What follows belongs to an exercise in optimizing a design on an open flow for small area; a production flow would make more cautious choices.
Function was checked by simulation only, so behaviour that the tests miss may differ from the original.
Power figures rest on the tool's default switching activity, not on a simulated workload.

`flow/config.mk`:
```
export PLATFORM = sky130hd
export DESIGN_NAME = modbus_rtu_register_slave
export DESIGN_NICKNAME = modbus_rtu_register_slave
export VERILOG_FILES = /design/flow/design.v
export SDC_FILE = /design/flow/constraint.sdc
export NUM_CORES = 4
export LEC_CHECK = 0
export CAP_MARGIN = 20
export CORE_MARGIN = 2
export CORE_UTILIZATION = 40
export CTS_BUF_LIST = sky130_fd_sc_hd__clkbuf_8
export CTS_CLUSTER_DIAMETER = 60
export CTS_CLUSTER_SIZE = 16
export SLEW_MARGIN = 20
```
`flow/design.v`:
```
package mbrs_pkg;
    localparam logic [1:0] OP_RX_BYTE = 2'd0;
    localparam logic [1:0] OP_HOST_RD = 2'd1;
    localparam logic [1:0] OP_HOST_WR = 2'd2;
    localparam logic [7:0] FN_READ_REGS  = 8'h03;
    localparam logic [7:0] FN_WRITE_REGS = 8'h10;
    localparam logic [15:0] CRC_INIT = 16'hFFFF;
    localparam logic [15:0] CRC_POLY = 16'hA001;
    localparam logic [5:0] C_FRAME = 6'd57;
    localparam logic [5:0] C_OVF   = 6'd56;    
    localparam logic [5:0] C_REPLY = 6'd61;    
    localparam logic [5:0] C_ECHO  = 6'd62;    
    localparam logic [3:0] S_CLR  = 4'd0;    
    localparam logic [3:0] S_IDLE = 4'd1;    
    localparam logic [3:0] S_RXC  = 4'd2;    
    localparam logic [3:0] S_RXW  = 4'd3;    
    localparam logic [3:0] S_ACC  = 4'd4;    
    localparam logic [3:0] S_JDG  = 4'd5;    
    localparam logic [3:0] S_CMT  = 4'd6;    
    localparam logic [3:0] S_TXL  = 4'd7;    
    localparam logic [3:0] S_TXW  = 4'd8;    
    localparam logic [3:0] S_TXC  = 4'd9;    
endpackage
module mbrs_crc (
    input  logic        i_clk,
    input  logic        i_init,
    input  logic        i_step,
    input  logic        i_bit,
    output logic [15:0] o_crc
);
    logic [15:0] r_crc;
    always_ff @(posedge i_clk) begin
        if (i_init) begin
            r_crc <= mbrs_pkg::CRC_INIT;
        end else if (i_step) begin
            r_crc <= {1'b0, r_crc[15:1]} ^ ((r_crc[0] ^ i_bit) ? mbrs_pkg::CRC_POLY : 16'h0000);
        end
    end
    assign o_crc = r_crc;
endmodule
module modbus_rtu_register_slave (
    input  logic        i_clk,
    input  logic        i_rst_n,
    input  logic        i_cfg_wr_en,
    input  logic [7:0]  i_cfg_wr_data,
    input  logic        i_valid,
    output logic        o_ready,
    input  logic [1:0]  i_func,
    input  logic [7:0]  i_rx_byte,
    input  logic        i_frame_end,
    input  logic [3:0]  i_host_index,
    input  logic [15:0] i_host_value,
    output logic        o_valid,
    input  logic        i_ready,
    output logic        o_kind,
    output logic [7:0]  o_tx_byte,
    output logic        o_last,
    output logic [15:0] o_read_value
);
    logic [3:0]  r_st;
    logic [3:0]  r_pos;
    logic [15:0] r_reg [16];
    logic [15:0] r_buf [16];
    logic [5:0]  r_c;        
    logic        r_full;
    logic [7:0]  r_sid;
    logic        r_aok;      
    logic        r_abc;      
    logic [7:0]  r_fn;
    logic        r_bs;       
    logic [3:0]  r_start;
    logic        r_ch;       
    logic [4:0]  r_cnt;
    logic        r_bcq;      
    logic        r_lenhit;   
    logic [1:0]  r_code;     
    logic        r_echo;     
    logic        r_ovalid;
    logic        r_kind;
    logic        r_last;
    logic [15:0] r_d;
    logic [15:0] w_crc;
    logic        w_crc_init;
    logic        w_crc_step;
    logic        w_crc_bit;
    logic [15:0] w_rhead;
    logic        w_sel_b;
    logic        w_sel_h;
    logic        w_sel_r;
    logic        w_bwr;
    logic        w_slot_free;
    logic        w_store;
    logic [3:0]  w_idx;
    logic        w_aligned;
    logic        w_hit;
    logic        w_ph7;
    logic [4:0]  w_k;
    logic        w_eqk;
    logic        w_exc;
    logic        w_read;
    logic        w_is_rd;
    logic        w_is_wr;
    logic        w_frame_ok;
    logic        w_bad_cnt;
    logic        w_cmt_end;
    logic        w_tx_lo;
    logic        w_tx_hi;
    logic        w_tx_need;
    logic        w_tx_load;
    logic [7:0]  w_txb;
    logic        w_host_load;
    logic        w_rx_acc;
    logic        w_to_idle;
    assign w_rhead     = r_reg[0];
    assign w_slot_free = !r_ovalid || i_ready;
    assign w_store     = !r_full && (r_c != mbrs_pkg::C_OVF);
    assign w_idx       = r_start + r_c[4:1];
    assign w_aligned   = (r_pos == w_idx);
    assign w_hit       = (r_pos == i_host_index);
    assign w_ph7       = (r_pos[2:0] == 3'd7);
    assign w_k         = w_exc ? 5'd0 : (r_echo ? 5'd2 : r_cnt);
    assign w_eqk       = (r_c[5:1] == {1'b0, w_k});
    assign w_exc       = (r_code != 2'd0);
    assign w_read      = !w_exc && !r_echo;
    assign w_is_rd    = (r_fn == mbrs_pkg::FN_READ_REGS);
    assign w_is_wr    = (r_fn == mbrs_pkg::FN_WRITE_REGS);
    assign w_frame_ok = !r_full && (r_c != 6'd0) && (r_c <= mbrs_pkg::C_OVF) && r_aok
                        && (w_crc == 16'h0000);
    assign w_bad_cnt  = r_ch || (r_cnt == 5'd0) || (({2'b00, r_start} + {1'b0, r_cnt}) > 6'd16);
    assign w_tx_lo   = w_eqk && !r_c[0];
    assign w_tx_hi   = w_eqk && r_c[0];
    assign w_tx_need = w_read && !r_c[5] && !w_eqk;
    always_comb begin
        if (w_tx_lo) begin
            w_txb = w_crc[7:0];
        end else if (w_tx_hi) begin
            w_txb = w_crc[15:8];
        end else if (r_c == (r_echo ? 6'd62 : 6'd61)) begin
            w_txb = r_sid;
        end else if (r_c == (r_echo ? 6'd63 : 6'd62)) begin
            w_txb = {r_fn[7] | w_exc, r_fn[6:0]};
        end else if (r_c == 6'd63) begin
            w_txb = w_exc ? {6'd0, r_code} : {2'b00, r_cnt, 1'b0};
        end else if (!r_echo) begin
            w_txb = r_c[0] ? w_rhead[7:0] : w_rhead[15:8];
        end else begin
            case (r_c[1:0])
                2'd1:    w_txb = {4'd0, r_start};
                2'd3:    w_txb = {3'd0, r_cnt};
                default: w_txb = 8'h00;
            endcase
        end
    end
    assign w_tx_load   = (r_st == mbrs_pkg::S_TXL) && w_slot_free && (!w_tx_need || w_aligned);
    assign w_host_load = (r_st == mbrs_pkg::S_IDLE) && i_valid && (i_func == mbrs_pkg::OP_HOST_RD)
                         && w_hit && w_slot_free;
    assign w_crc_init = (r_st == mbrs_pkg::S_CLR) || (r_st == mbrs_pkg::S_JDG)
                        || (w_tx_load && w_tx_hi);
    assign w_crc_step = (r_st == mbrs_pkg::S_RXC) || (r_st == mbrs_pkg::S_TXC);
    assign w_crc_bit  = (r_st == mbrs_pkg::S_RXC) ? i_rx_byte[r_pos[2:0]]
                                                  : r_d[{1'b0, r_pos[2:0]}];
    mbrs_crc u_crc (
        .i_clk  (i_clk),
        .i_init (w_crc_init),
        .i_step (w_crc_step),
        .i_bit  (w_crc_bit),
        .o_crc  (w_crc)
    );
    assign w_cmt_end = w_eqk && !r_c[0];
    assign w_sel_b   = (r_st == mbrs_pkg::S_CMT) && w_aligned && !r_c[0] && !w_cmt_end;
    assign w_sel_h   = (r_st == mbrs_pkg::S_IDLE) && i_valid && (i_func == mbrs_pkg::OP_HOST_WR)
                       && w_hit;
    assign w_sel_r   = (r_st != mbrs_pkg::S_CLR) && !w_sel_b && !w_sel_h;
    assign w_bwr     = (r_st == mbrs_pkg::S_RXW) && w_aligned;
    always_ff @(posedge i_clk) begin
        for (int i = 0; i < 15; i++) begin
            r_reg[i] <= r_reg[i + 1];
            r_buf[i] <= r_buf[i + 1];
        end
        r_reg[15] <= (r_buf[0] & {16{w_sel_b}}) | (i_host_value & {16{w_sel_h}})
                     | (w_rhead & {16{w_sel_r}});
        r_buf[15] <= {(w_bwr && !r_c[0]) ? i_rx_byte : r_buf[0][15:8],
                      (w_bwr && r_c[0])  ? i_rx_byte : r_buf[0][7:0]};
    end
    assign w_rx_acc = (r_st == mbrs_pkg::S_ACC) && (i_func == mbrs_pkg::OP_RX_BYTE) && w_store;
    always_ff @(posedge i_clk) begin
        if (w_rx_acc) begin
            r_lenhit <= w_eqk && r_c[0];
            case (r_c)
                6'd57: begin
                    r_aok <= (i_rx_byte == r_sid) || (i_rx_byte == 8'h00);
                    r_abc <= (i_rx_byte == 8'h00);
                end
                6'd58: r_fn <= i_rx_byte;
                6'd59: r_bs <= (i_rx_byte != 8'h00);
                6'd60: begin
                    r_bs    <= r_bs || (i_rx_byte[7:4] != 4'h0);
                    r_start <= i_rx_byte[3:0];
                end
                6'd61: r_ch <= (i_rx_byte != 8'h00);
                6'd62: begin
                    r_ch  <= r_ch || (i_rx_byte[7:5] != 3'd0);
                    r_cnt <= i_rx_byte[4:0];
                end
                6'd63: r_bcq <= !r_ch && (i_rx_byte == {2'b00, r_cnt, 1'b0});
                default: begin
                end
            endcase
        end
    end
    always_ff @(posedge i_clk) begin
        if (!i_rst_n) begin
            r_sid <= 8'h01;
        end else if (i_cfg_wr_en) begin
            r_sid <= i_cfg_wr_data;
        end
    end
    always_ff @(posedge i_clk) begin
        if (!i_rst_n) begin
            r_ovalid <= 1'b0;
        end else if (w_tx_load || w_host_load) begin
            r_ovalid <= 1'b1;
        end else if (i_ready) begin
            r_ovalid <= 1'b0;
        end
    end
    always_ff @(posedge i_clk) begin
        if (w_host_load) begin
            r_kind <= 1'b1;
            r_last <= 1'b1;
            r_d    <= w_rhead;
        end else if (w_tx_load) begin
            r_kind   <= 1'b0;
            r_last   <= w_tx_hi;
            r_d[7:0] <= w_txb;
        end
    end
    assign o_valid      = r_ovalid;
    assign o_kind       = r_kind;
    assign o_last       = r_last;
    assign o_tx_byte    = r_kind ? 8'h00 : r_d[7:0];
    assign o_read_value = r_kind ? r_d : 16'h0000;
    assign o_ready = ((r_st == mbrs_pkg::S_IDLE) && !i_valid) || (r_st == mbrs_pkg::S_ACC);
    always_ff @(posedge i_clk) begin
        if (!i_rst_n) begin
            r_pos <= 4'd0;
        end else begin
            r_pos <= r_pos + 4'd1;
        end
    end
    always_comb begin
        w_to_idle = 1'b0;
        case (r_st)
            mbrs_pkg::S_CLR: w_to_idle = 1'b1;
            mbrs_pkg::S_JDG: w_to_idle = 1'b1;
            mbrs_pkg::S_CMT: w_to_idle = w_cmt_end && r_abc;
            mbrs_pkg::S_TXL: w_to_idle = w_tx_load && w_tx_hi;
            default: begin
            end
        endcase
    end
    always_ff @(posedge i_clk) begin
        if (w_to_idle) begin
            r_c    <= mbrs_pkg::C_FRAME;
            r_full <= 1'b0;
            r_echo <= 1'b0;
            r_code <= 2'd0;
        end
        if (!i_rst_n) begin
            r_st <= mbrs_pkg::S_CLR;
        end else begin
            case (r_st)
                mbrs_pkg::S_CLR: begin
                    if (r_pos == 4'd15) begin
                        r_st <= mbrs_pkg::S_IDLE;
                    end
                end
                mbrs_pkg::S_IDLE: begin
                    if (i_valid) begin
                        case (i_func)
                            mbrs_pkg::OP_RX_BYTE: begin
                                if (!w_store) begin
                                    r_st <= mbrs_pkg::S_ACC;
                                end else if (w_ph7) begin
                                    r_st <= mbrs_pkg::S_RXC;
                                end
                            end
                            mbrs_pkg::OP_HOST_RD: begin
                                if (w_host_load) begin
                                    r_st <= mbrs_pkg::S_ACC;
                                end
                            end
                            mbrs_pkg::OP_HOST_WR: begin
                                if (w_hit) begin
                                    r_st <= mbrs_pkg::S_ACC;
                                end
                            end
                            default: begin
                                r_st <= mbrs_pkg::S_ACC;
                            end
                        endcase
                    end
                end
                mbrs_pkg::S_RXC: begin
                    if (w_ph7) begin
                        r_st <= r_c[5] ? mbrs_pkg::S_ACC : mbrs_pkg::S_RXW;
                    end
                end
                mbrs_pkg::S_RXW: begin
                    if (w_aligned) begin
                        r_st <= mbrs_pkg::S_ACC;
                    end
                end
                mbrs_pkg::S_ACC: begin
                    r_st <= mbrs_pkg::S_IDLE;
                    if (i_func == mbrs_pkg::OP_RX_BYTE) begin
                        if (w_store) begin
                            r_c <= r_c + 6'd1;
                        end else begin
                            r_full <= 1'b1;
                        end
                        if (i_frame_end) begin
                            r_st <= mbrs_pkg::S_JDG;
                        end
                    end
                end
                mbrs_pkg::S_JDG: begin
                    r_st <= mbrs_pkg::S_IDLE;
                    if (w_frame_ok) begin
                        if (w_is_wr && r_bcq && r_lenhit && !r_bs && !w_bad_cnt) begin
                            r_c  <= 6'd0;
                            r_st <= mbrs_pkg::S_CMT;
                        end else if (!r_abc && (!w_is_wr || (r_bcq && r_lenhit))) begin
                            r_st <= mbrs_pkg::S_TXL;
                            r_c  <= mbrs_pkg::C_REPLY;
                            if (!w_is_rd && !w_is_wr) begin
                                r_code <= 2'd1;
                            end else if (r_bs) begin
                                r_code <= 2'd2;
                            end else if (w_bad_cnt) begin
                                r_code <= 2'd3;
                            end
                        end
                    end
                end
                mbrs_pkg::S_CMT: begin
                    if (w_cmt_end) begin
                        r_echo <= 1'b1;
                        r_c    <= mbrs_pkg::C_ECHO;
                        r_st   <= r_abc ? mbrs_pkg::S_IDLE : mbrs_pkg::S_TXL;
                        if (r_abc) begin
                            r_c    <= mbrs_pkg::C_FRAME;
                            r_echo <= 1'b0;
                        end
                    end else if (w_aligned) begin
                        r_c <= r_c + 6'd1;
                    end
                end
                mbrs_pkg::S_TXL: begin
                    if (w_tx_load) begin
                        if (w_tx_hi) begin
                            r_st <= mbrs_pkg::S_IDLE;
                        end else if (w_tx_lo) begin
                            r_c <= r_c + 6'd1;
                        end else begin
                            r_st <= mbrs_pkg::S_TXW;
                        end
                    end
                end
                mbrs_pkg::S_TXW: begin
                    if (w_ph7) begin
                        r_st <= mbrs_pkg::S_TXC;
                    end
                end
                mbrs_pkg::S_TXC: begin
                    if (w_ph7) begin
                        r_c  <= r_c + 6'd1;
                        r_st <= mbrs_pkg::S_TXL;
                    end
                end
                default: begin
                    r_st <= mbrs_pkg::S_CLR;
                end
            endcase
        end
    end
endmodule
```
`flow/run.sh`:
```
#!/bin/bash
# synth_recipe.tcl (not shown) runs the flow's synth.tcl, then flattens the netlist and writes it again
# the make line also repeats each setting of config.mk as NAME=value (left out here)
make -C /OpenROAD-flow-scripts/flow DESIGN_CONFIG=/design/flow/config.mk WORK_HOME=/design/flow/orfs CLKGATE_MAP_FILE= SYNTH_SCRIPT=/design/flow/synth_recipe.tcl finish
```
`flow/constraint.sdc`:
```
create_clock -name core_clock -period 10.0 [get_ports {i_clk}]
set_input_delay 2.0000 -clock core_clock [delete_from_list [all_inputs] [get_ports {i_clk}]]
set_output_delay 2.0000 -clock core_clock [all_outputs]
set_load 0.01 [all_outputs]
```
==> results of run 1 <==
## cells by family (layout without fill, tap and decap cells)
family	after synthesis	in the layout	share of synthesized area, %
compound gates	176	176	7.84
xor+xnor	37	37	2.05
fa+ha+maj	15	15	1.23
buf+inv	60	158	1.60
flops	596	596	74.9
mux	48	48	3.44
simple gates	278	278	8.98
## how the worst max path moves through the flow
stage / startpoint / endpoint / slack, ns / cells past startpoint
finish: i_valid / o_ready / 4.83 / 3
global route: i_valid / o_ready / 4.76 / 3
CTS: i_valid / o_ready / 4.82 / 3
detailed placement: i_host_index[1] / r_d[6] / 4.63 / 7
global placement: i_host_index[1] / r_d[6] / 4.72 / 7
floorplan: i_valid / o_ready / 5.72 / 1
## per-stage QoR
stage          hold slack [ns]  utilization, %  total power [mW]  instance area, µm²
2_1_floorplan            0.310               -              2.48               16500
3_3_place_gp             0.310            43.4              2.51               17700
3_5_place_dp             0.312            43.4              2.52               17700
4_1_cts                  0.301            45.5              3.75               18500
5_1_grt                  0.314            45.5              3.84               18500
6_report                 0.305            45.5              3.69               18500
## worst max-delay path, stage by stage
cell                              delay [ns]
sky130_fd_sc_hd__clkdlybuf4s50_1        0.44
sky130_fd_sc_hd__o21ai_0                0.18
sky130_fd_sc_hd__clkdlybuf4s50_1        0.56
## placed cells by master (no fill, tap or decap), drive strengths merged, types with 7 or more instances in the layout
master,synthesis,final
ha,13,13
clkdlybuf4s50,0,71
and3,11,11
mux2i,25,25
xor2,21,21
a21oi,27,27
a21o,25,25
a22o,21,21
a31oi,7,7
and2,24,24
mux2,18,18
edfxtp,39,39
a211oi,21,21
dfxtp,557,557
nor2b,20,20
buf,18,9
o21ai,22,22
clkbuf,27,47
nor2,53,53
inv,15,24
nor4,14,14
nand3,37,37
nand2,74,74
nor3,10,10
xnor2,15,15
nor4b,8,8
## metal layers
metal	global-route usage (%)	part of all wire, %	routed length (µm)
met3	3.53	5.2	1730
met2	24.7	44	14800
met4	6.61	3.7	1230
met5	0	0	0
met1	22.3	47	15700
## layout make-up
type | count | share of cell area, %
Sequential cell | 596 | 66.5
Multi-Input combinational cell | 554 | 20.9
Timing Repair Buffer | 80 | 4.20
Tap cell | 532 | 3.59
Clock buffer | 47 | 3.49
Clock inverter | 16 | 1.01
Inverter | 15 | 0.304
## power breakdown
group	internal [mW]	switching [mW]	leakage (nW)
Clock	0.500	0.729	0.442
Combinational	0.0261	0.0250	2.06
Sequential	2.40	0.00751	4.84
==> out/summary.json, run 1 <==
{
  "yosys_warnings": 4,
  "die-height_um": 207,
  "area_taken_by_multi_input_logic_gates_um2": 3870,
  "clock_tree.htree_level_count": 2,
  "hold_path_startpoint": "r_reg[3][8]",
  "grt_start_max_net_pins": 30,
  "vdd_ir_drop_max_uv": 123,
  "layout.filler_cells": 3687,
  "achievable-frequency_ghz": 0.193,
  "global_route_wire_length_before_repair_um": 51200,
  "final_layout_size_suffix_gt1_share_pct": 8.33,
  "finalWirelength_um": 33500,
  "layout-area-overhead-vs-synth_pct": 12.6,
  "cts_root_buf": "sky130_fd_sc_hd__clkbuf_8",
  "numCtsBuffers": 47,
  "synth_area_leaders": "sky130_fd_sc_hd__dfxtp_1, sky130_fd_sc_hd__edfxtp_1, sky130_fd_sc_hd__nand2_1, sky130_fd_sc_hd__mux2i_1, sky130_fd_sc_hd__mux2_2",
  "diodes": 0,
  "port_buffers": 71,
  "final_antenna_net_count": 0,
  "tritoncts_num_sinks": 596,
  "report.final.hold_viol_count": 0,
  "clk_latency_ns": 0.63,
  "syn-cell-area_um2": 16500,
  "antenna_found_initial": 0,
  "num_rows": 74,
  "setup_total_negative_slack_ns": 0,
  "holdPathStages": 0,
  "cts-hold-fix-buffers": 0,
  "dp_slack_ns": 4.63,
  "synth_area_per_cell_um2": 13.6,
  "detailedRoute.firstPassIterationCount": 5,
  "numPlacedInstances": 1777,
  "timing.final.setup_violations": 0,
  "count_of_pins_on_the_block_boundary": 72,
  "r2r_setup_slack_ns": 6.05,
  "yosys.area.top_type": "sky130_fd_sc_hd__dfxtp_1",
  "worst_slew_pin_slew_ns": 1.02,
  "yosysMostFrequentCell": "sky130_fd_sc_hd__dfxtp_1",
  "period_share_pct": 51.7,
  "synth_edf_count": 39,
  "post-route-drc-count": 0,
  "static-leakage-power_nw": 7.34,
  "tritoncts": "built",
  "finish.net_count": 1353,
  "synth.ff_latch_count": 596,
  "floorplan.initialDensity_pct": 40.4,
  "yosysSeqAreaShare_pct": 74.9,
  "power_per_cell_area_nw_per_um2": 199,
  "detail_route.iter0.violations": 674,
  "globalRouteOverflowTotal": 0,
  "critical_path.startpoint_type": "input pin",
  "setup.worst_path.end_class": "primary output",
  "hold_path.class": "reg -> reg",
  "design.core.area_um2": 40700,
  "detailroute.via_count": 8916,
  "cts_buffer_depth": 3,
  "relSlewSlack_pct": 31.9,
  "final-max-slew-violation-count": 0,
  "worst_hold_path.endpoint": "r_reg[2][8]",
  "clock-skew-final_ns": 0.0387,
  "setup.worst_path.class": "in -> out",
  "grt.total_usage_pct": 16.1,
  "synth-async-reset-ratio_pct": 0,
  "floorplan.die.width_um": 207,
  "synthesis.instances": 1210,
  "routed_wire_length_per_instance_um": 18.2,
  "place.gp.congestion": 0.885,
  "synthFlopType": "sky130_fd_sc_hd__dfxtp_1",
  "detail_route.vias_per_cell": 4.85,
  "postCtsSetupBuffers": 0,
  "max-cap-violations": 0,
  "post-route-min-period_ns": 5.17,
  "r2r_end": "r_c[0]",
  "yosysTopAreaCellShare_pct": 67.7,
  "critPathRequiredTime_ns": 8.00,
  "final_critical_path_setup_slack_ns": 4.83,
  "worst_reg2reg_startpoint": "r_c[0]",
  "worstRegToRegCells": 10,
  "fin_cells": 1840,
  "cts_resizes": 0,
  "synth.distinct_cells": 75,
  "crit_path_max_fanout": 3,
  "mappedNetlistNets": 1269,
  "area.sequential_um2": 12300,
  "post_synth_most_frequent_cells": "sky130_fd_sc_hd__dfxtp_1, sky130_fd_sc_hd__nand2_1, sky130_fd_sc_hd__nor2_1",
  "outcome": "finished clean",
  "detailed_place_hpwl_um": 23600,
  "first_global_vias": 8721,
  "cp_data_arrival_time_ns": 3.17,
  "grt_setup_unrepaired": "no",
  "clk_pin_slew_ns": 0.09,
  "die_area_um2": 42800
}
==> run 2, diff against run 1 <==
--- a/flow/config.mk
+++ b/flow/config.mk
@@ -8,7 +8,7 @@
 export CAP_MARGIN = 20
 export CORE_MARGIN = 2
 export CORE_UTILIZATION = 40
-export CTS_BUF_LIST = sky130_fd_sc_hd__clkbuf_8
-export CTS_CLUSTER_DIAMETER = 60
-export CTS_CLUSTER_SIZE = 16
+export CTS_BUF_LIST = sky130_fd_sc_hd__clkbuf_16
+export CTS_CLUSTER_DIAMETER = 100
+export CTS_CLUSTER_SIZE = 30
 export SLEW_MARGIN = 20
==> out/summary.json, run 2 <==
{
  "detail_route.vias_per_cell": {"value": 4.83, "change": "-0.30%"},
  "worst_slew_pin_slew": {"value": 1.02, "unit": "ns", "change": "+0.00198 ns"},
  "power_per_cell_area": {"value": 195, "unit": "nW/µm²", "change": "-2.0%"},
  "routed_wire_length_per_instance": {"value": 18.2, "unit": "µm", "change": "+0.22%"},
  "synth_edf_count": {"value": 39, "change": "unchanged"},
  "postLayoutCellArea": {"value": 18400, "unit": "µm²", "change": "-0.83%"},
  "detailed_place_hpwl": {"value": 23600, "unit": "µm", "change": "unchanged"},
  "post_synth_most_frequent_cells": "sky130_fd_sc_hd__dfxtp_1, sky130_fd_sc_hd__nand2_1, sky130_fd_sc_hd__nor2_1",
  "finalWirelength": {"value": 33000, "unit": "µm", "change": "-1.4%"},
  "final-max-slew-violation-count": {"value": 0, "change": "unchanged"},
  "setup.worst_path.class": "in -> out",
  "detailed_place.area": {"value": 17700, "unit": "µm²", "change": "unchanged"},
  "crit_path_max_fanout": {"value": 3, "change": "unchanged"},
  "report.final.hold_viol_count": {"value": 0, "change": "unchanged"},
  "period_share": {"value": 51.7, "unit": "%", "change": "about the same"},
  "layout.cells.most_common": "sky130_fd_sc_hd__dfxtp_1",
  "relSlewSlack": {"value": 31.7, "unit": "%", "change": "-0.13 points"},
  "post-route-min-period": {"value": 5.17, "unit": "ns", "change": "-0.00188 ns"},
  "final_cell_mix": "sky130_fd_sc_hd__dfxtp_1, sky130_fd_sc_hd__nand2_1, sky130_fd_sc_hd__clkdlybuf4s50_1",
  "timing.final.setup_violations": {"value": 0, "change": "unchanged"},
  "synthFlopType": "sky130_fd_sc_hd__dfxtp_1",
  "yosys_warnings": {"value": 4, "change": "unchanged"},
  "diodes": {"value": 0, "change": "unchanged"},
  "vdd_ir_drop_max": {"value": 109, "unit": "µV", "change": "-11%"},
  "static-leakage-power": {"value": 7.25, "unit": "nW", "change": "-1.3%"},
  "cp_data_arrival_time": {"value": 3.17, "unit": "ns", "change": "about the same"},
  "layout-area-overhead-vs-synth_pct": 11.6,
  "fin_cells": {"value": 1811, "change": "-1.6%"},
  "r2r_setup_slack": {"value": 6.06, "unit": "ns", "change": "about the same"},
  "layout.filler_cells": {"value": 3716, "change": "+0.79%"},
  "clock-skew-final": {"value": 0.0537, "unit": "ns", "change": "+0.0150 ns"},
  "yosysSeqAreaShare": {"value": 74.9, "unit": "%", "change": "unchanged"},
  "die_area": {"value": 42800, "unit": "µm²", "change": "unchanged"},
  "final_layout_size_suffix_gt1_share": {"value": 6.25, "unit": "%", "change": "-2.1 points"},
  "place.gp.congestion": {"value": 0.885, "change": "unchanged"},
  "floorplan.die.width": {"value": 207, "unit": "µm", "change": "unchanged"},
  "grt_setup_unrepaired": "no",
  "synthesis.instances": {"value": 1210, "change": "unchanged"},
  "detailroute.via_count": {"value": 8749, "change": "-1.9%"},
  "achievable-frequency": {"value": 0.193, "unit": "GHz", "change": "about the same"},
  "setup_total_negative_slack": {"value": 0, "unit": "ns", "change": "unchanged"},
  "numCtsBuffers": {"value": 24, "change": "-49%"},
  "syn-cell-area": {"value": 16500, "unit": "µm²", "change": "unchanged"},
  "grt_start_max_net_pins": {"value": 32, "change": "+6.7%"},
  "cts_root_buf": "sky130_fd_sc_hd__clkbuf_16",
  "floorplan.initialDensity": {"value": 40.4, "unit": "%", "change": "unchanged"},
  "cpMaxStageDelayCell": "sky130_fd_sc_hd__clkdlybuf4s50_1",
  "detailedRoute.firstPassIterationCount": {"value": 5, "change": "unchanged"},
  "postCtsSetupBuffers": {"value": 0, "change": "unchanged"},
  "detail_route.iter0.violations": {"value": 639, "change": "-5.2%"},
  "antenna_found_initial": {"value": 0, "change": "unchanged"},
  "post-route-drc-count": {"value": 0, "change": "unchanged"},
  "worst_path_largest_cell_delay": {"value": 0.56, "unit": "ns", "change": "about the same"},
  "global_route_wire_length_before_repair": {"value": 50400, "unit": "µm", "change": "-1.5%"},
  "num_rows": {"value": 74, "change": "unchanged"},
  "grt.total_usage": {"value": 15.7, "unit": "%", "change": "-0.47 points"},
  "final_antenna_net_count": {"value": 0, "change": "unchanged"},
  "first_global_vias": {"value": 8494, "change": "-2.6%"},
  "clk_pin_slew": {"value": 0.11, "unit": "ns", "change": "+0.02 ns"},
  "globalRouteOverflowTotal": {"value": 0, "change": "unchanged"},
  "numPlacedInstances": {"value": 1777, "change": "unchanged"},
  "fin_worst_hold_slack": {"value": 0.303, "unit": "ns", "change": "-0.00197 ns"},
  "max-cap-violations": {"value": 0, "change": "unchanged"},
  "tritoncts": "built",
  "finish.net_count": {"value": 1330, "change": "-1.7%"},
  "count_of_pins_on_the_block_boundary": {"value": 72, "change": "unchanged"},
  "synth.ff_latch_count": {"value": 596, "change": "unchanged"},
  "hold_path.class": "reg -> reg",
  "outcome": "finished clean",
  "clock_tree.htree_level_count": {"value": 1, "change": "-1"},
  "setup.worst_path.end_class": "primary output",
  "mappedNetlistNets": {"value": 1269, "change": "unchanged"},
  "synth-async-reset-ratio": {"value": 0, "unit": "%", "change": "unchanged"},
  "critical_path.startpoint_type": "input pin",
  "clk_latency": {"value": 0.59, "unit": "ns", "change": "-0.04 ns"},
  "critPathRequiredTime": {"value": 8.00, "unit": "ns", "change": "about the same"},
  "synth_area_leaders": "sky130_fd_sc_hd__dfxtp_1, sky130_fd_sc_hd__edfxtp_1, sky130_fd_sc_hd__nand2_1, sky130_fd_sc_hd__mux2i_1, sky130_fd_sc_hd__mux2_2",
  "cts_buffer_depth": {"value": 3, "change": "unchanged"},
  "tritoncts_num_sinks": {"value": 596, "change": "unchanged"},
  "cts_resizes": {"value": 0, "change": "unchanged"},
  "area.sequential": {"value": 12300, "unit": "µm²", "change": "unchanged"},
  "port_buffers": {"value": 71, "change": "unchanged"},
  "die-height": {"value": 207, "unit": "µm", "change": "unchanged"},
  "design.core.area": {"value": 40700, "unit": "µm²", "change": "unchanged"},
  "yosys.area.top_type": "sky130_fd_sc_hd__dfxtp_1",
  "yosysTopAreaCellShare": {"value": 67.7, "unit": "%", "change": "unchanged"},
  "synth.distinct_cells": {"value": 75, "change": "unchanged"},
  "area_taken_by_multi_input_logic_gates": {"value": 3870, "unit": "µm²", "change": "unchanged"},
  "cts-hold-fix-buffers": {"value": 0, "change": "unchanged"},
  "crit_top_cell": "sky130_fd_sc_hd__clkdlybuf4s50_1",
  "yosysMostFrequentCell": "sky130_fd_sc_hd__dfxtp_1",
  "synth_area_per_cell": {"value": 13.6, "unit": "µm²", "change": "unchanged"},
  "path_cells": "clkdlybuf4s50_1 -> o21ai_0 -> clkdlybuf4s50_1"
}
[run 2: worst paths after layout]
kind                     from           to  cells past startpoint
setup / recovery      i_valid      o_ready                      3
hold / removal    r_reg[1][5]  r_reg[0][5]                      0
setup reg to reg       r_c[0]       r_c[4]                     10
hold reg to reg   r_reg[1][5]  r_reg[0][5]                      0
[run 2: report_power, final]
part / switching (mW) / internal (mW) / total, mW
Sequential: 0.00744 / 2.40 / 2.41
Clock: 0.678 / 0.448 / 1.13
Combinational: 0.0251 / 0.0261 / 0.0512
[run 2: final cells by class]
class | instances | area share (%)
Sequential cell | 596 | 67.1
Multi-Input combinational cell | 554 | 21.1
Timing Repair Buffer | 80 | 4.24
Tap cell | 532 | 3.62
Clock buffer | 24 | 3.27
Clock inverter | 10 | 0.429
Inverter | 15 | 0.306
[run 2: worst max-delay path: cells and delay by family]
family / cells / cell delay (ns)
compound gates: 1 / 0.18
buf+inv: 2 / 1.00
[run 2: kinds of logic after synthesis]
kind of cell	count (synthesis)	synth area share (%)
muxes	48	3.44
adders and majority gates	15	1.23
buffers and inverters	60	1.60
AOI/OAI and AO/OA	176	7.84
and+or+nand+nor	278	8.98
DFF	596	74.9
xor gates and xnor gates	37	2.05
[run 2: per-layer routing]
layer | vias to the layer above | share of wire [%] | GRT usage [%]
met5 | - | 0 | 0
met4 | 0 | 2.9 | 4.99
met3 | 50 | 5.0 | 2.07
met2 | 212 | 45 | 24.7
met1 | 4228 | 48 | 22.5
li1 | 4259 | - | -
[run 2: per-stage QoR]
| step | total power [mW] | setup WS (ns) | utilization [%] |
|---|---|---|---|
| final | 3.59 | 4.83 | 45.1 |
| after global placement | 2.51 | 4.72 | 43.4 |
| after detailed placement | 2.52 | 4.63 | 43.4 |
| after global routing | 3.72 | 4.76 | 45.1 |
| after CTS | 3.62 | 4.82 | 45.1 |
| after floorplan | 2.48 | 5.72 | - |
==> run 3, diff against run 2 <==
==> flow/flow/run.sh (new file) <==
#!/bin/bash
# Own layout flow: the standard synthesis, then an area-oriented re-mapping of the
# combinational cells (registers kept as they are, same instances and names), then the
# standard ORFS layout with smaller port buffers and a coarser clock tree without dummy loads.
# Each tool writes its full output to its own log file in the work folder.
set -euo pipefail
WORK=$(pwd)
RES=$WORK/orfs/results/$FLOW_PLATFORM/modbus_rtu_register_slave/base
LIB=$FLOW_HOME/platforms/$FLOW_PLATFORM/lib/sky130_fd_sc_hd__tt_025C_1v80.lib

bash standard.sh synth > "$WORK/flow_synth.log" 2>&1

# re-map combinational logic only if the netlist holds no register type the stubs lack
cp "$RES/1_2_yosys.v" "$WORK/synth_standard.v"
if ! grep -oE "sky130_fd_sc_hd__[a-z0-9_]+" "$WORK/synth_standard.v" | sort -u \
      | grep -E "__(df|edf|sdf|dl|sedf)" | grep -qvE "__(dfxtp_1|edfxtp_1)$"; then
  sed -e "s#@LIB@#$LIB#g" -e "s#@IN@#$WORK/synth_standard.v#g" -e "s#@OUT@#$WORK/synth_remap.v#g" \
      -e "s#@FLOW@#$WORK/flow#g" "$WORK/flow/remap.ys" > "$WORK/remap_run.ys"
  if timeout 1800 yosys -s "$WORK/remap_run.ys" > "$WORK/flow_remap.log" 2>&1 \
      && [[ -s "$WORK/synth_remap.v" ]]; then
    before=$(grep "Chip area" "$WORK/flow_remap.log" | head -1 | awk '{print $NF}')
    after=$(grep "Chip area" "$WORK/flow_remap.log" | tail -1 | awk '{print $NF}')
    echo "remap: $before -> $after" >> "$WORK/flow_remap.log"
    cp "$WORK/synth_remap.v" "$RES/1_2_yosys.v"
    rm -f "$RES/1_synth.odb" "$RES/1_synth.sdc"
  fi
fi

bash standard.sh \
  "BUFFER_PORTS_ARGS=-buffer_cell sky130_fd_sc_hd__buf_1" \
  "CTS_ARGS=-sink_clustering_enable -repair_clock_nets -sink_clustering_size 16 -sink_clustering_max_diameter 60 -buf_list sky130_fd_sc_hd__clkbuf_8 -dont_use_dummy_load" \
  finish > "$WORK/flow_layout.log" 2>&1
==> flow/flow/remap.abc (new file) <==
strash
&get -n
&deepsyn -T 150
&put
dch
amap
topo
dnsize
==> flow/flow/remap.ys (new file) <==
# Re-map the combinational cells of the standard synthesis for area; registers are
# blackboxes here, so their instances, names and cell types stay as synthesis made them.
read_verilog @FLOW@/stubs.v
read_liberty -ignore_redef -ignore_miss_func @LIB@
read_verilog @IN@
hierarchy -top modbus_rtu_register_slave
flatten
opt_clean
stat -liberty @LIB@
abc -liberty @LIB@ -script @FLOW@/remap.abc -dont_use sky130_fd_sc_hd__probe_p_8 -dont_use sky130_fd_sc_hd__probec_p_8 -dont_use sky130_fd_sc_hd__lpflow_bleeder_1 -dont_use sky130_fd_sc_hd__lpflow_clkbufkapwr_1 -dont_use sky130_fd_sc_hd__lpflow_clkbufkapwr_16 -dont_use sky130_fd_sc_hd__lpflow_clkbufkapwr_2 -dont_use sky130_fd_sc_hd__lpflow_clkbufkapwr_4 -dont_use sky130_fd_sc_hd__lpflow_clkbufkapwr_8 -dont_use sky130_fd_sc_hd__lpflow_clkinvkapwr_1 -dont_use sky130_fd_sc_hd__lpflow_clkinvkapwr_16 -dont_use sky130_fd_sc_hd__lpflow_clkinvkapwr_2 -dont_use sky130_fd_sc_hd__lpflow_clkinvkapwr_4 -dont_use sky130_fd_sc_hd__lpflow_clkinvkapwr_8 -dont_use sky130_fd_sc_hd__lpflow_decapkapwr_12 -dont_use sky130_fd_sc_hd__lpflow_decapkapwr_3 -dont_use sky130_fd_sc_hd__lpflow_decapkapwr_4 -dont_use sky130_fd_sc_hd__lpflow_decapkapwr_6 -dont_use sky130_fd_sc_hd__lpflow_decapkapwr_8 -dont_use sky130_fd_sc_hd__lpflow_inputiso0n_1 -dont_use sky130_fd_sc_hd__lpflow_inputiso0p_1 -dont_use sky130_fd_sc_hd__lpflow_inputiso1n_1 -dont_use sky130_fd_sc_hd__lpflow_inputiso1p_1 -dont_use sky130_fd_sc_hd__lpflow_inputisolatch_1 -dont_use sky130_fd_sc_hd__lpflow_isobufsrc_1 -dont_use sky130_fd_sc_hd__lpflow_isobufsrc_16 -dont_use sky130_fd_sc_hd__lpflow_isobufsrc_2 -dont_use sky130_fd_sc_hd__lpflow_isobufsrc_4 -dont_use sky130_fd_sc_hd__lpflow_isobufsrc_8 -dont_use sky130_fd_sc_hd__lpflow_isobufsrckapwr_16 -dont_use sky130_fd_sc_hd__lpflow_lsbuf_lh_hl_isowell_tap_1 -dont_use sky130_fd_sc_hd__lpflow_lsbuf_lh_hl_isowell_tap_2 -dont_use sky130_fd_sc_hd__lpflow_lsbuf_lh_hl_isowell_tap_4 -dont_use sky130_fd_sc_hd__lpflow_lsbuf_lh_isowell_4 -dont_use sky130_fd_sc_hd__lpflow_lsbuf_lh_isowell_tap_1 -dont_use sky130_fd_sc_hd__lpflow_lsbuf_lh_isowell_tap_2 -dont_use sky130_fd_sc_hd__lpflow_lsbuf_lh_isowell_tap_4 
splitnets
opt_clean -purge
hilomap -singleton -hicell sky130_fd_sc_hd__conb_1 HI -locell sky130_fd_sc_hd__conb_1 LO
insbuf -buf sky130_fd_sc_hd__buf_4 A X
hierarchy -top modbus_rtu_register_slave
check -assert
stat -liberty @LIB@
write_verilog -noattr -nohex -nodec @OUT@
==> flow/flow/stubs.v (new file) <==
(* blackbox *) module sky130_fd_sc_hd__dfxtp_1(input CLK, input D, output Q); endmodule
(* blackbox *) module sky130_fd_sc_hd__edfxtp_1(input CLK, input D, input DE, output Q); endmodule
==> flow/standard.sh (new file) <==
#!/bin/bash
# synth_recipe.tcl (not shown) runs the flow's synth.tcl, then flattens the netlist and writes it again
# the make line also repeats each setting of config.mk as NAME=value (left out here)
make -C /OpenROAD-flow-scripts/flow DESIGN_CONFIG=/design/flow/config.mk WORK_HOME=/design/flow/orfs CLKGATE_MAP_FILE= SYNTH_SCRIPT=/design/flow/synth_recipe.tcl "${@:-finish}"
--- a/flow/config.mk
+++ b/flow/config.mk
@@ -8,7 +8,4 @@
 export CAP_MARGIN = 20
 export CORE_MARGIN = 2
 export CORE_UTILIZATION = 40
-export CTS_BUF_LIST = sky130_fd_sc_hd__clkbuf_16
-export CTS_CLUSTER_DIAMETER = 100
-export CTS_CLUSTER_SIZE = 30
 export SLEW_MARGIN = 20
removed: flow/run.sh
==> out/summary.json, run 3 <==
{
  "outcome": "finished clean",
  "post-route-min-period": {"value": 4.45, "unit": "ns", "change": "-0.722 ns"},
  "startpoint": "i_valid",
  "finalWirelength": {"value": 33400, "unit": "µm", "change": "+1.1%"},
  "detail_route.vias_per_cell": {"value": 4.82, "change": "-0.21%"},
  "critical_path.startpoint_type": "input pin",
  "clk_latency": {"value": 0.61, "unit": "ns", "change": "+0.02 ns"},
  "final_critical_path_setup_slack": {"value": 5.55, "unit": "ns", "change": "+0.722 ns"},
  "worst_slew_pin_slew": {"value": 1.00, "unit": "ns", "change": "-0.0214 ns"},
  "diodes": {"value": 0, "change": "unchanged"},
  "hold_path.class": "reg -> reg",
  "worst_reg2reg_startpoint": "r_c[0]",
  "grt.total_usage": {"value": 15.9, "unit": "%", "change": "+0.25 points"},
  "worstRegToRegCells": {"value": 10, "change": "unchanged"},
  "r2r_setup_slack": {"value": 6.34, "unit": "ns", "change": "+0.28 ns"},
  "antenna_found_initial": {"value": 1, "change": "+1"},
  "final_layout_size_suffix_gt1_share": {"value": 7.81, "unit": "%", "change": "+1.6 points"},
  "global_route_wire_length_before_repair": {"value": 50500, "unit": "µm", "change": "+0.25%"},
  "fin_cells": {"value": 1826, "change": "+0.83%"},
  "final_antenna_net_count": {"value": 0, "change": "unchanged"},
  "design_power_total": {"value": 3.54, "unit": "mW", "change": "-1.2%"},
  "max-cap-violations": {"value": 0, "change": "unchanged"},
  "tritoncts_num_sinks": {"value": 596, "change": "unchanged"},
  "cp-endpoint": "o_ready",
  "post-route-drc-count": {"value": 0, "change": "unchanged"},
  "grt_setup_unrepaired": "no",
  "synth.ff_latch_count": {"value": 596, "change": "unchanged"},
  "tritoncts": "built",
  "setup.worst_path.class": "in -> out",
  "grt_start_max_net_pins": {"value": 30, "change": "-6.3%"},
  "achievable-frequency": {"value": 0.225, "unit": "GHz", "change": "+16%"},
  "floorplan.initialDensity": {"value": 40.4, "unit": "%", "change": "unchanged"},
  "vdd_ir_drop_max": {"value": 121, "unit": "µV", "change": "+11%"},
  "timing.final.setup_violations": {"value": 0, "change": "unchanged"},
  "setup_total_negative_slack": {"value": 0, "unit": "ns", "change": "unchanged"},
  "final_cell_mix": "sky130_fd_sc_hd__dfxtp_1, sky130_fd_sc_hd__nand2_1, sky130_fd_sc_hd__buf_1",
  "final-max-slew-violation-count": {"value": 0, "change": "unchanged"},
  "clock_tree.htree_level_count": {"value": 2, "change": "+1"},
  "die_area": {"value": 42800, "unit": "µm²", "change": "unchanged"},
  "yosys_warnings": {"value": 4, "change": "unchanged"},
  "dp_slack": {"value": 5.00, "unit": "ns", "change": "+0.362 ns"},
  "yosysTopAreaCellShare": {"value": 67.7, "unit": "%", "change": "unchanged"},
  "cts_buffer_depth": {"value": 3, "change": "unchanged"},
  "mappedNetlistNets": {"value": 1269, "change": "unchanged"},
  "place.gp.congestion": {"value": 0.891, "change": "+0.59%"},
  "first_global_vias": {"value": 8646, "change": "+1.8%"},
  "detail_route.iter0.violations": {"value": 477, "change": "-25%"},
  "synth_area_leaders": "sky130_fd_sc_hd__dfxtp_1, sky130_fd_sc_hd__edfxtp_1, sky130_fd_sc_hd__nand2_1, sky130_fd_sc_hd__mux2i_1, sky130_fd_sc_hd__mux2_2",
  "synth-async-reset-ratio": {"value": 0, "unit": "%", "change": "unchanged"},
  "period_share": {"value": 44.5, "unit": "%", "change": "-7.2 points"},
  "postLayoutCellArea": {"value": 17900, "unit": "µm²", "change": "-2.5%"},
  "layout-area-overhead-vs-synth_pct": 8.86,
  "synthFlopType": "sky130_fd_sc_hd__dfxtp_1",
  "critPathRequiredTime": {"value": 8.00, "unit": "ns", "change": "about the same"},
  "synth_edf_count": {"value": 39, "change": "unchanged"},
  "layout.filler_cells": {"value": 3772, "change": "+1.5%"},
  "r2r_end": "r_c[0]",
  "detailed_place.area": {"value": 17300, "unit": "µm²", "change": "-2.4%"},
  "routed_wire_length_per_instance": {"value": 18.3, "unit": "µm", "change": "+0.30%"},
  "yosysMostFrequentCell": "sky130_fd_sc_hd__dfxtp_1",
  "power_per_cell_area": {"value": 198, "unit": "nW/µm²", "change": "+1.3%"},
  "num_rows": {"value": 74, "change": "unchanged"},
  "relSlewSlack": {"value": 33.2, "unit": "%", "change": "+1.4 points"},
  "detailroute.via_count": {"value": 8803, "change": "+0.62%"},
  "count_of_pins_on_the_block_boundary": {"value": 72, "change": "unchanged"},
  "postLayoutCoreUtil": {"value": 44.0, "unit": "%", "change": "-1.1 points"},
  "synth.distinct_cells": {"value": 75, "change": "unchanged"},
  "report.final.hold_viol_count": {"value": 0, "change": "unchanged"},
  "port_buffers": {"value": 71, "change": "unchanged"},
  "synth_area_per_cell": {"value": 13.6, "unit": "µm²", "change": "unchanged"},
  "numCtsBuffers": {"value": 47, "change": "+96%"},
  "cp_data_arrival_time": {"value": 2.45, "unit": "ns", "change": "-0.72 ns"},
  "synthesis.instances": {"value": 1210, "change": "unchanged"},
  "clk_pin_slew": {"value": 0.09, "unit": "ns", "change": "-0.02 ns"},
  "clock-skew-final": {"value": 0.0562, "unit": "ns", "change": "+0.00250 ns"},
  "yosysSeqAreaShare": {"value": 74.9, "unit": "%", "change": "unchanged"},
  "numPlacedInstances": {"value": 1779, "change": "+0.11%"},
  "postCtsSetupBuffers": {"value": 0, "change": "unchanged"},
  "finish.net_count": {"value": 1355, "change": "+1.9%"},
  "crit_path_max_fanout": {"value": 3, "change": "unchanged"},
  "yosys.area.top_type": "sky130_fd_sc_hd__dfxtp_1",
  "static-leakage-power": {"value": 7.06, "unit": "nW", "change": "-2.5%"},
  "floorplan.die.width": {"value": 207, "unit": "µm", "change": "unchanged"},
  "design.core.area": {"value": 40700, "unit": "µm²", "change": "unchanged"},
  "syn-cell-area": {"value": 16500, "unit": "µm²", "change": "unchanged"},
  "fin_worst_hold_slack": {"value": 0.290, "unit": "ns", "change": "-0.0129 ns"},
  "layout.cells.most_common": "sky130_fd_sc_hd__dfxtp_1",
  "detailed_place_hpwl": {"value": 23500, "unit": "µm", "change": "-0.36%"},
  "die-height": {"value": 207, "unit": "µm", "change": "unchanged"},
  "detailedRoute.firstPassIterationCount": {"value": 5, "change": "unchanged"},
  "cts_resizes": {"value": 0, "change": "unchanged"},
  "post_synth_most_frequent_cells": "sky130_fd_sc_hd__dfxtp_1, sky130_fd_sc_hd__nand2_1, sky130_fd_sc_hd__nor2_1",
  "cts-hold-fix-buffers": {"value": 0, "change": "unchanged"},
  "globalRouteOverflowTotal": {"value": 0, "change": "unchanged"},
  "cts_root_buf": "sky130_fd_sc_hd__clkbuf_8",
  "setup.worst_path.end_class": "primary output"
}
## run 3: layer usage
layer  routed length (µm)  vias to the layer above  share of wire [%]  global-route usage (%)
met5                    7                        -              0.021                       0
met4                 1050                        2                3.1                    5.98
met3                 1890                       60                5.7                    3.64
met2                14500                      236                 44                    24.5
met1                15900                     4208                 48                    21.9
li1                     -                     4297                  -                       -
## run 3: critical path: stages
cell and delay [ns]:
sky130_fd_sc_hd__buf_1 0.10, sky130_fd_sc_hd__o21ai_0 0.18, sky130_fd_sc_hd__buf_1 0.17
## run 3: power breakdown
group / switching, mW / internal, mW
clock: 0.674 / 0.421
sequential: 0.00787 / 2.40
combinational: 0.0249 / 0.0155
total: 0.706 / 2.84
## run 3: kinds of logic after synthesis
family | Yosys count | synth area share [%]
multiplexers | 48 | 3.44
buffers and inverters | 60 | 1.60
XOR/XNOR | 37 | 2.05
adder cells (fa/ha/maj) | 15 | 1.23
AND/OR/NAND/NOR | 278 | 8.98
AO/OA/AOI/OAI | 176 | 7.84
flip-flops | 596 | 74.9
## run 3: layout make-up
type / count / area [µm²] / area share [%]
multi-input combinational: 554 / 3880 / 21.6
sequential: 596 / 12300 / 68.8
tap: 532 / 666 / 3.71
timing repair buffer: 82 / 349 / 1.95
clock buffer: 47 / 647 / 3.61
inverter: 15 / 56.3 / 0.314
## run 3: worst min path at each step
stage          slack, ns  depth (start not counted)         start            to
2_1_floorplan       0.31                          0   r_buf[1][0]   r_buf[0][0]
3_3_place_gp        0.31                          0  r_buf[13][5]  r_buf[12][5]
3_5_place_dp        0.31                          0  r_buf[13][9]  r_buf[12][9]
4_1_cts             0.29                          0  r_reg[13][0]  r_reg[12][0]
5_1_grt             0.29                          0  r_reg[13][0]  r_reg[12][0]
6_report            0.29                          0  r_reg[13][0]  r_reg[12][0]
==> run 4, diff against run 3 <==
--- a/flow/flow/remap.ys
+++ b/flow/flow/remap.ys
@@ -8,6 +8,7 @@
 opt_clean
 stat -liberty @LIB@
 abc -liberty @LIB@ -script @FLOW@/remap.abc -dont_use sky130_fd_sc_hd__probe_p_8 -dont_use sky130_fd_sc_hd__probec_p_8 -dont_use sky130_fd_sc_hd__lpflow_bleeder_1 -dont_use sky130_fd_sc_hd__lpflow_clkbufkapwr_1 -dont_use sky130_fd_sc_hd__lpflow_clkbufkapwr_16 -dont_use sky130_fd_sc_hd__lpflow_clkbufkapwr_2 -dont_use sky130_fd_sc_hd__lpflow_clkbufkapwr_4 -dont_use sky130_fd_sc_hd__lpflow_clkbufkapwr_8 -dont_use sky130_fd_sc_hd__lpflow_clkinvkapwr_1 -dont_use sky130_fd_sc_hd__lpflow_clkinvkapwr_16 -dont_use sky130_fd_sc_hd__lpflow_clkinvkapwr_2 -dont_use sky130_fd_sc_hd__lpflow_clkinvkapwr_4 -dont_use sky130_fd_sc_hd__lpflow_clkinvkapwr_8 -dont_use sky130_fd_sc_hd__lpflow_decapkapwr_12 -dont_use sky130_fd_sc_hd__lpflow_decapkapwr_3 -dont_use sky130_fd_sc_hd__lpflow_decapkapwr_4 -dont_use sky130_fd_sc_hd__lpflow_decapkapwr_6 -dont_use sky130_fd_sc_hd__lpflow_decapkapwr_8 -dont_use sky130_fd_sc_hd__lpflow_inputiso0n_1 -dont_use sky130_fd_sc_hd__lpflow_inputiso0p_1 -dont_use sky130_fd_sc_hd__lpflow_inputiso1n_1 -dont_use sky130_fd_sc_hd__lpflow_inputiso1p_1 -dont_use sky130_fd_sc_hd__lpflow_inputisolatch_1 -dont_use sky130_fd_sc_hd__lpflow_isobufsrc_1 -dont_use sky130_fd_sc_hd__lpflow_isobufsrc_16 -dont_use sky130_fd_sc_hd__lpflow_isobufsrc_2 -dont_use sky130_fd_sc_hd__lpflow_isobufsrc_4 -dont_use sky130_fd_sc_hd__lpflow_isobufsrc_8 -dont_use sky130_fd_sc_hd__lpflow_isobufsrckapwr_16 -dont_use sky130_fd_sc_hd__lpflow_lsbuf_lh_hl_isowell_tap_1 -dont_use sky130_fd_sc_hd__lpflow_lsbuf_lh_hl_isowell_tap_2 -dont_use sky130_fd_sc_hd__lpflow_lsbuf_lh_hl_isowell_tap_4 -dont_use sky130_fd_sc_hd__lpflow_lsbuf_lh_isowell_4 -dont_use sky130_fd_sc_hd__lpflow_lsbuf_lh_isowell_tap_1 -dont_use sky130_fd_sc_hd__lpflow_lsbuf_lh_isowell_tap_2 -dont_use sky130_fd_sc_hd__lpflow_lsbuf_lh_isowell_tap_4 
+read_liberty -lib -ignore_redef @LIB@
 splitnets
 opt_clean -purge
 hilomap -singleton -hicell sky130_fd_sc_hd__conb_1 HI -locell sky130_fd_sc_hd__conb_1 LO
==> out/summary.json, run 4 <==
{
  "mappedNetlistNets": {"value": 1218, "change": "-4.0%"},
  "post-route-min-period": {"value": 4.49, "unit": "ns", "change": "+0.0415 ns"},
  "postCtsSetupBuffers": {"value": 0, "change": "unchanged"},
  "report.final.hold_viol_count": {"value": 0, "change": "unchanged"},
  "die-height": {"value": 200, "unit": "µm", "change": "-3.4%"},
  "port_buffers": {"value": 71, "change": "unchanged"},
  "antenna_found_initial": {"value": 1, "change": "unchanged"},
  "crit_path_max_fanout": {"value": 2, "change": "-1"},
  "critPathRequiredTime": {"value": 8.00, "unit": "ns", "change": "about the same"},
  "cts_buffer_depth": {"value": 3, "change": "unchanged"},
  "diodes": {"value": 0, "change": "unchanged"},
  "cts_root_buf": "sky130_fd_sc_hd__clkbuf_8",
  "detail_route.iter0.violations": {"value": 614, "change": "+29%"},
  "numCtsBuffers": {"value": 45, "change": "-4.3%"},
  "vdd_ir_drop_max": {"value": 107, "unit": "µV", "change": "-12%"},
  "detailedRoute.firstPassIterationCount": {"value": 5, "change": "unchanged"},
  "cts_resizes": {"value": 0, "change": "unchanged"},
  "die_area": {"value": 39900, "unit": "µm²", "change": "-6.8%"},
  "place.gp.congestion": {"value": 0.946, "change": "+6.2%"},
  "worst_slew_pin_slew": {"value": 0.912, "unit": "ns", "change": "-0.0904 ns"},
  "postLayoutCoreUtil": {"value": 44.4, "unit": "%", "change": "+0.39 points"},
  "setup.worst_path.end_class": "primary output",
  "setup.worst_path.class": "in -> out",
  "met1_length": {"value": 14400, "unit": "µm", "change": "-9.7%"},
  "clk_latency": {"value": 0.59, "unit": "ns", "change": "-0.02 ns"},
  "layout.cells.most_common": "sky130_fd_sc_hd__dfxtp_1",
  "final_layout_size_suffix_gt1_share": {"value": 4.09, "unit": "%", "change": "-3.7 points"},
  "max-cap-violations": {"value": 0, "change": "unchanged"},
  "detailed_routed_wire_length_on_met3": {"value": 1890, "unit": "µm", "change": "-0.11%"},
  "area.sequential": {"value": 12300, "unit": "µm²", "change": "unchanged"},
  "clock-skew-final": {"value": 0.0470, "unit": "ns", "change": "-0.00918 ns"},
  "cp_data_arrival_time": {"value": 2.49, "unit": "ns", "change": "+0.04 ns"},
  "grt.total_usage": {"value": 15.2, "unit": "%", "change": "-0.73 points"},
  "cts-hold-fix-buffers": {"value": 0, "change": "unchanged"},
  "global_route_wire_length_before_repair": {"value": 45200, "unit": "µm", "change": "-11%"},
  "detailed_place_hpwl": {"value": 21300, "unit": "µm", "change": "-9.3%"},
  "detail_route.vias_per_cell": {"value": 4.78, "change": "-0.83%"},
  "layout.filler_cells": {"value": 3492, "change": "-7.4%"},
  "final_cell_mix": "sky130_fd_sc_hd__dfxtp_1, sky130_fd_sc_hd__nor2_1, sky130_fd_sc_hd__clkinv_1",
  "clock_tree.htree_level_count": {"value": 2, "change": "unchanged"},
  "achievable-frequency": {"value": 0.223, "unit": "GHz", "change": "-0.92%"},
  "routed_wire_length_per_instance": {"value": 16.7, "unit": "µm", "change": "-8.7%"},
  "final_antenna_net_count": {"value": 0, "change": "unchanged"},
  "finalWirelength": {"value": 29700, "unit": "µm", "change": "-11%"},
  "highest_layer": "met5",
  "floorplan.die.width": {"value": 200, "unit": "µm", "change": "-3.4%"},
  "tritoncts_num_sinks": {"value": 596, "change": "unchanged"},
  "count_of_pins_on_the_block_boundary": {"value": 72, "change": "unchanged"},
  "grt_setup_unrepaired": "no",
  "relSlewSlack": {"value": 37.6, "unit": "%", "change": "+4.5 points"},
  "grt_start_max_net_pins": {"value": 18, "change": "-40%"},
  "syn-cell-area": {"value": 15300, "unit": "µm²", "change": "-6.9%"},
  "met2WireLength": {"value": 12500, "unit": "µm", "change": "-14%"},
  "fin_worst_hold_slack": {"value": 0.301, "unit": "ns", "change": "+0.0104 ns"},
  "synth_area_per_cell": {"value": 13.1, "unit": "µm²", "change": "-4.0%"},
  "yosys_warnings": {"value": 4, "change": "unchanged"},
  "setup_total_negative_slack": {"value": 0, "unit": "ns", "change": "unchanged"},
  "clk_pin_slew": {"value": 0.08, "unit": "ns", "change": "about the same"},
  "period_share": {"value": 44.9, "unit": "%", "change": "+0.41 points"},
  "num_rows": {"value": 71, "change": "-4.1%"},
  "floorplan.initialDensity": {"value": 40.7, "unit": "%", "change": "+0.28 points"},
  "synthesis.instances": {"value": 1174, "change": "-3.0%"},
  "finish.net_count": {"value": 1316, "change": "-2.9%"},
  "final-max-slew-violation-count": {"value": 0, "change": "unchanged"},
  "tritoncts": "built",
  "critical_path.startpoint_type": "input pin",
  "outcome": "finished clean",
  "power_per_cell_area": {"value": 229, "unit": "nW/µm²", "change": "+16%"},
  "design.core.area": {"value": 37700, "unit": "µm²", "change": "-7.5%"},
  "worstRegToRegCells": {"value": 15, "change": "+5"},
  "layout-area-overhead-vs-synth_pct": 9.05,
  "hold_path.class": "reg -> reg",
  "post-route-drc-count": {"value": 0, "change": "unchanged"},
  "r2r_setup_slack": {"value": 5.91, "unit": "ns", "change": "-0.43 ns"},
  "globalRouteOverflowTotal": {"value": 0, "change": "unchanged"},
  "area_taken_by_multi_input_logic_gates": {"value": 2460, "unit": "µm²", "change": "-37%"},
  "detailroute.via_count": {"value": 8515, "change": "-3.3%"},
  "first_global_vias": {"value": 7904, "change": "-8.6%"},
  "static-leakage-power": {"value": 6.06, "unit": "nW", "change": "-14%"},
  "timing.final.setup_violations": {"value": 0, "change": "unchanged"},
  "holdPathStages": {"value": 0, "change": "unchanged"}
}
## run 4: through the flow
| stage | power (mW) | cell area [µm²] | worst slack, ns | instances |
|---|---|---|---|---|
| final | 3.83 | 16700 | 5.51 | 1781 |
| after global routing | 4.01 | 16700 | 5.45 | 1781 |
| after CTS | 3.89 | 16700 | 5.50 | 1781 |
| after detailed placement | 2.83 | 16100 | 5.28 | 1736 |
| after global placement | 2.82 | 16100 | 5.50 | 1736 |
| after floorplan | 2.73 | 15300 | 5.00 | 1174 |
## run 4: final timing paths
check,startpoint,end
setup / recovery,i_valid,o_ready
hold / removal,r_reg[2][15],r_reg[1][15]
setup reg to reg,r_c[0],r_c[5]
hold reg to reg,r_reg[2][15],r_reg[1][15]
## run 4: report_power, final
group | switching, mW | internal (mW) | total [mW]
registers | 0.0403 | 2.49 | 2.53
clock network | 0.657 | 0.404 | 1.06
logic | 0.178 | 0.0637 | 0.242
total | 0.875 | 2.96 | 3.83
## run 4: layout make-up
type,instances,share of cell area (%)
Sequential cell,596,73.7
Tap cell,511,3.83
Multi-Input combinational cell,454,14.7
Clock buffer,45,3.71
Timing Repair Buffer,75,1.77
Inverter,100,2.25
## run 4: routing by layer
metal	global-route usage, %	up-vias
met1	21.9	4026
li1	-	4126
met5	0	-
met3	3.26	68
met4	6.34	2
met2	22.2	293
## run 4: worst max-delay path: stages
cell and delay (ns):
sky130_fd_sc_hd__buf_1 0.08, sky130_fd_sc_hd__o21a_1 0.18, sky130_fd_sc_hd__nor2_1 0.08, sky130_fd_sc_hd__buf_1 0.15
==> run 5, diff against run 4 <==
--- a/flow/flow/run.sh
+++ b/flow/flow/run.sh
@@ -28,5 +28,5 @@
 
 bash standard.sh \
   "BUFFER_PORTS_ARGS=-buffer_cell sky130_fd_sc_hd__buf_1" \
-  "CTS_ARGS=-sink_clustering_enable -repair_clock_nets -sink_clustering_size 16 -sink_clustering_max_diameter 60 -buf_list sky130_fd_sc_hd__clkbuf_8 -dont_use_dummy_load" \
+  "CTS_ARGS=-sink_clustering_enable -repair_clock_nets -sink_clustering_size 22 -sink_clustering_max_diameter 70 -buf_list sky130_fd_sc_hd__clkbuf_8 -dont_use_dummy_load" \
   finish > "$WORK/flow_layout.log" 2>&1
==> out/summary.json, run 5 <==
{
  "timing.final.setup_violations": {"value": 0, "change": "unchanged"},
  "die-height": {"value": 200, "unit": "µm", "change": "unchanged"},
  "grt_start_max_net_pins": {"value": 23, "change": "+5"},
  "vdd_ir_drop_max": {"value": 79.3, "unit": "µV", "change": "-26%"},
  "critPathRequiredTime": {"value": 8.00, "unit": "ns", "change": "about the same"},
  "achievable-frequency": {"value": 0.222, "unit": "GHz", "change": "about the same"},
  "period_share": {"value": 45.0, "unit": "%", "change": "about the same"},
  "setup_total_negative_slack": {"value": 0, "unit": "ns", "change": "unchanged"},
  "report.final.hold_viol_count": {"value": 0, "change": "unchanged"},
  "tritoncts_num_sinks": {"value": 596, "change": "unchanged"},
  "worst_slew_pin_slew": {"value": 0.923, "unit": "ns", "change": "+0.0111 ns"},
  "relSlewSlack": {"value": 37.9, "unit": "%", "change": "+0.30 points"},
  "finalWirelength": {"value": 29900, "unit": "µm", "change": "+0.47%"},
  "yosys_warnings": {"value": 4, "change": "unchanged"},
  "detailed_place_hpwl": {"value": 21300, "unit": "µm", "change": "unchanged"},
  "clk_latency": {"value": 0.58, "unit": "ns", "change": "about the same"},
  "syn-cell-area": {"value": 15300, "unit": "µm²", "change": "unchanged"},
  "clk_pin_slew": {"value": 0.11, "unit": "ns", "change": "+0.03 ns"},
  "finish.net_count": {"value": 1306, "change": "-0.76%"},
  "postCtsSetupBuffers": {"value": 0, "change": "unchanged"},
  "detailedRoute.firstPassIterationCount": {"value": 5, "change": "unchanged"},
  "post-route-min-period": {"value": 4.50, "unit": "ns", "change": "+0.00328 ns"},
  "setup.worst_path.end_class": "primary output",
  "clock-skew-final": {"value": 0.0555, "unit": "ns", "change": "+0.00854 ns"},
  "clock_tree.htree_level_count": {"value": 2, "change": "unchanged"},
  "routed_wire_length_per_instance": {"value": 16.9, "unit": "µm", "change": "+0.98%"},
  "cp_data_arrival_time": {"value": 2.50, "unit": "ns", "change": "about the same"},
  "num_rows": {"value": 71, "change": "unchanged"},
  "outcome": "finished clean",
  "cts-hold-fix-buffers": {"value": 0, "change": "unchanged"},
  "first_global_vias": {"value": 7854, "change": "-0.63%"},
  "cts_root_buf": "sky130_fd_sc_hd__clkbuf_8",
  "die_area": {"value": 39900, "unit": "µm²", "change": "unchanged"},
  "numCtsBuffers": {"value": 35, "change": "-22%"},
  "post-route-drc-count": {"value": 0, "change": "unchanged"},
  "static-leakage-power": {"value": 5.99, "unit": "nW", "change": "-1.2%"},
  "max-cap-violations": {"value": 0, "change": "unchanged"},
  "final_layout_size_suffix_gt1_share": {"value": 3.33, "unit": "%", "change": "-0.76 points"},
  "antenna_found_initial": {"value": 1, "change": "unchanged"},
  "floorplan.initialDensity": {"value": 40.7, "unit": "%", "change": "unchanged"},
  "layout.cells.most_common": "sky130_fd_sc_hd__dfxtp_1",
  "detailroute.via_count": {"value": 8470, "change": "-0.53%"},
  "mappedNetlistNets": {"value": 1218, "change": "unchanged"},
  "cts_buffer_depth": {"value": 3, "change": "unchanged"},
  "crit_path_max_fanout": {"value": 2, "change": "unchanged"},
  "grt_setup_unrepaired": "no",
  "power_per_cell_area": {"value": 225, "unit": "nW/µm²", "change": "-1.7%"},
  "design.core.area": {"value": 37700, "unit": "µm²", "change": "unchanged"},
  "detail_route.vias_per_cell": {"value": 4.78, "change": "about the same"},
  "postLayoutCoreUtil": {"value": 44.0, "unit": "%", "change": "-0.36 points"},
  "floorplan.die.width": {"value": 200, "unit": "µm", "change": "unchanged"},
  "synth_area_per_cell": {"value": 13.1, "unit": "µm²", "change": "unchanged"},
  "tritoncts": "built",
  "detail_route.iter0.violations": {"value": 598, "change": "-2.6%"},
  "port_buffers": {"value": 71, "change": "unchanged"},
  "dp_slack": {"value": 5.28, "unit": "ns", "change": "unchanged"},
  "setup.worst_path.class": "in -> out",
  "final-max-slew-violation-count": {"value": 0, "change": "unchanged"},
  "layout-area-overhead-vs-synth_pct": 8.17,
  "hold_path.class": "reg -> reg",
  "cts_resizes": {"value": 0, "change": "unchanged"},
  "grt.total_usage": {"value": 15.2, "unit": "%", "change": "-0.032 points"},
  "count_of_pins_on_the_block_boundary": {"value": 72, "change": "unchanged"},
  "place.gp.congestion": {"value": 0.946, "change": "unchanged"},
  "globalRouteOverflowTotal": {"value": 0, "change": "unchanged"},
  "synthesis.instances": {"value": 1174, "change": "unchanged"},
  "final_cell_mix": "sky130_fd_sc_hd__dfxtp_1, sky130_fd_sc_hd__nor2_1, sky130_fd_sc_hd__clkinv_1",
  "global_route_wire_length_before_repair": {"value": 45000, "unit": "µm", "change": "-0.32%"},
  "final_antenna_net_count": {"value": 0, "change": "unchanged"},
  "layout.filler_cells": {"value": 3509, "change": "+0.49%"},
  "final_critical_path_setup_slack": {"value": 5.50, "unit": "ns", "change": "-0.00328 ns"},
  "critical_path.startpoint_type": "input pin"
}
-- run 5: changes by cell type in the layout (fill, tap and decap cells not counted), sizes merged --
cell,previous run,this run
clkbuf,45,35
diode,0,1
-- run 5: power breakdown --
| group | total (mW) | internal [mW] | switching, mW |
|---|---|---|---|
| clock | 0.962 | 0.319 | 0.643 |
| combinational | 0.243 | 0.0638 | 0.180 |
| sequential | 2.53 | 2.49 | 0.0404 |
-- run 5: per-layer routing --
layer  vias to the layer above  track usage, %  wire (µm)
met3                        58            3.01       1890
met5                         -               0          8
met1                      4048            21.9      14500
li1                       4090               -          -
met2                       272            22.4      12600
met4                         2            6.06        904
-- run 5: worst paths after layout --
path / from / end / slack [ns] / depth (start not counted)
hold / removal: r_reg[2][15] / r_reg[1][15] / 0.26 / 0
hold reg to reg: r_reg[2][15] / r_reg[1][15] / 0.26 / 0
setup reg to reg: r_c[0] / r_c[5] / 5.91 / 15
setup / recovery: i_valid / o_ready / 5.50 / 4
-- run 5: per-stage QoR --
| step | total power [mW] | cells | hold slack (ns) | cell area, µm² |
|---|---|---|---|---|
| 6_report | 3.74 | 1772 | 0.263 | 16600 |
| 5_1_grt | 3.90 | 1771 | 0.266 | 16600 |
| 4_1_cts | 3.78 | 1771 | 0.258 | 16600 |
| 3_5_place_dp | 2.83 | 1736 | 0.312 | 16100 |
| 3_3_place_gp | 2.82 | 1736 | 0.309 | 16100 |
| 2_1_floorplan | 2.73 | 1174 | 0.310 | 15300 |
-- run 5: area by class of cell --
cell class | instances | area [µm²] | share of cell area (%)
antenna | 1 | 2.50 | 0.0151
clock buffer | 35 | 482 | 2.91
tap | 511 | 639 | 3.86
timing repair buffer | 75 | 297 | 1.79
multi-input combinational | 454 | 2460 | 14.8
inverter | 100 | 375 | 2.26
sequential | 596 | 12300 | 74.3
-- run 5: worst max-delay path, stage by stage --
cell and delay, ns:
sky130_fd_sc_hd__buf_1 0.08, sky130_fd_sc_hd__o21a_1 0.18, sky130_fd_sc_hd__nor2_1 0.08, sky130_fd_sc_hd__buf_1 0.15

re-timing with driven ports:
In the flow no input, the clock included, has a driving cell. The finished layouts below were timed again as built, in two steps.
Step 1: set_driving_cell puts a clkbuf_16 on i_clk and a buf_2 on each other input, an assumption about the parent block.
Step 2 adds t to the input delays and takes it off the output delays; t is the mean of the earliest and latest rising clock arrival at the registers after step 1. Input paths then give back, and output paths get back, about the clock's delay inside the block.
Three values: no drivers, after step 1, after step 2; two values: the first two.
run	shift t [ns]	slack for setup (ns)	worst data-port slew with drivers (ns)
run 1	0.663	4.826 / 4.800 / 4.747	0.06
run 2	0.615	4.828 / 4.802 / 4.745	0.06
run 3	0.636	5.550 / 5.528 / 5.008	0.07
run 4	0.613	5.508 / 5.488 / 5.222	0.05
run 5	0.598	5.505 / 5.485 / 5.180	0.05
After both steps setup and hold are still met in every run listed. The setup slack of run 3, which loses most, moves by -0.022 ns with the drivers and by -0.542 ns with both steps.
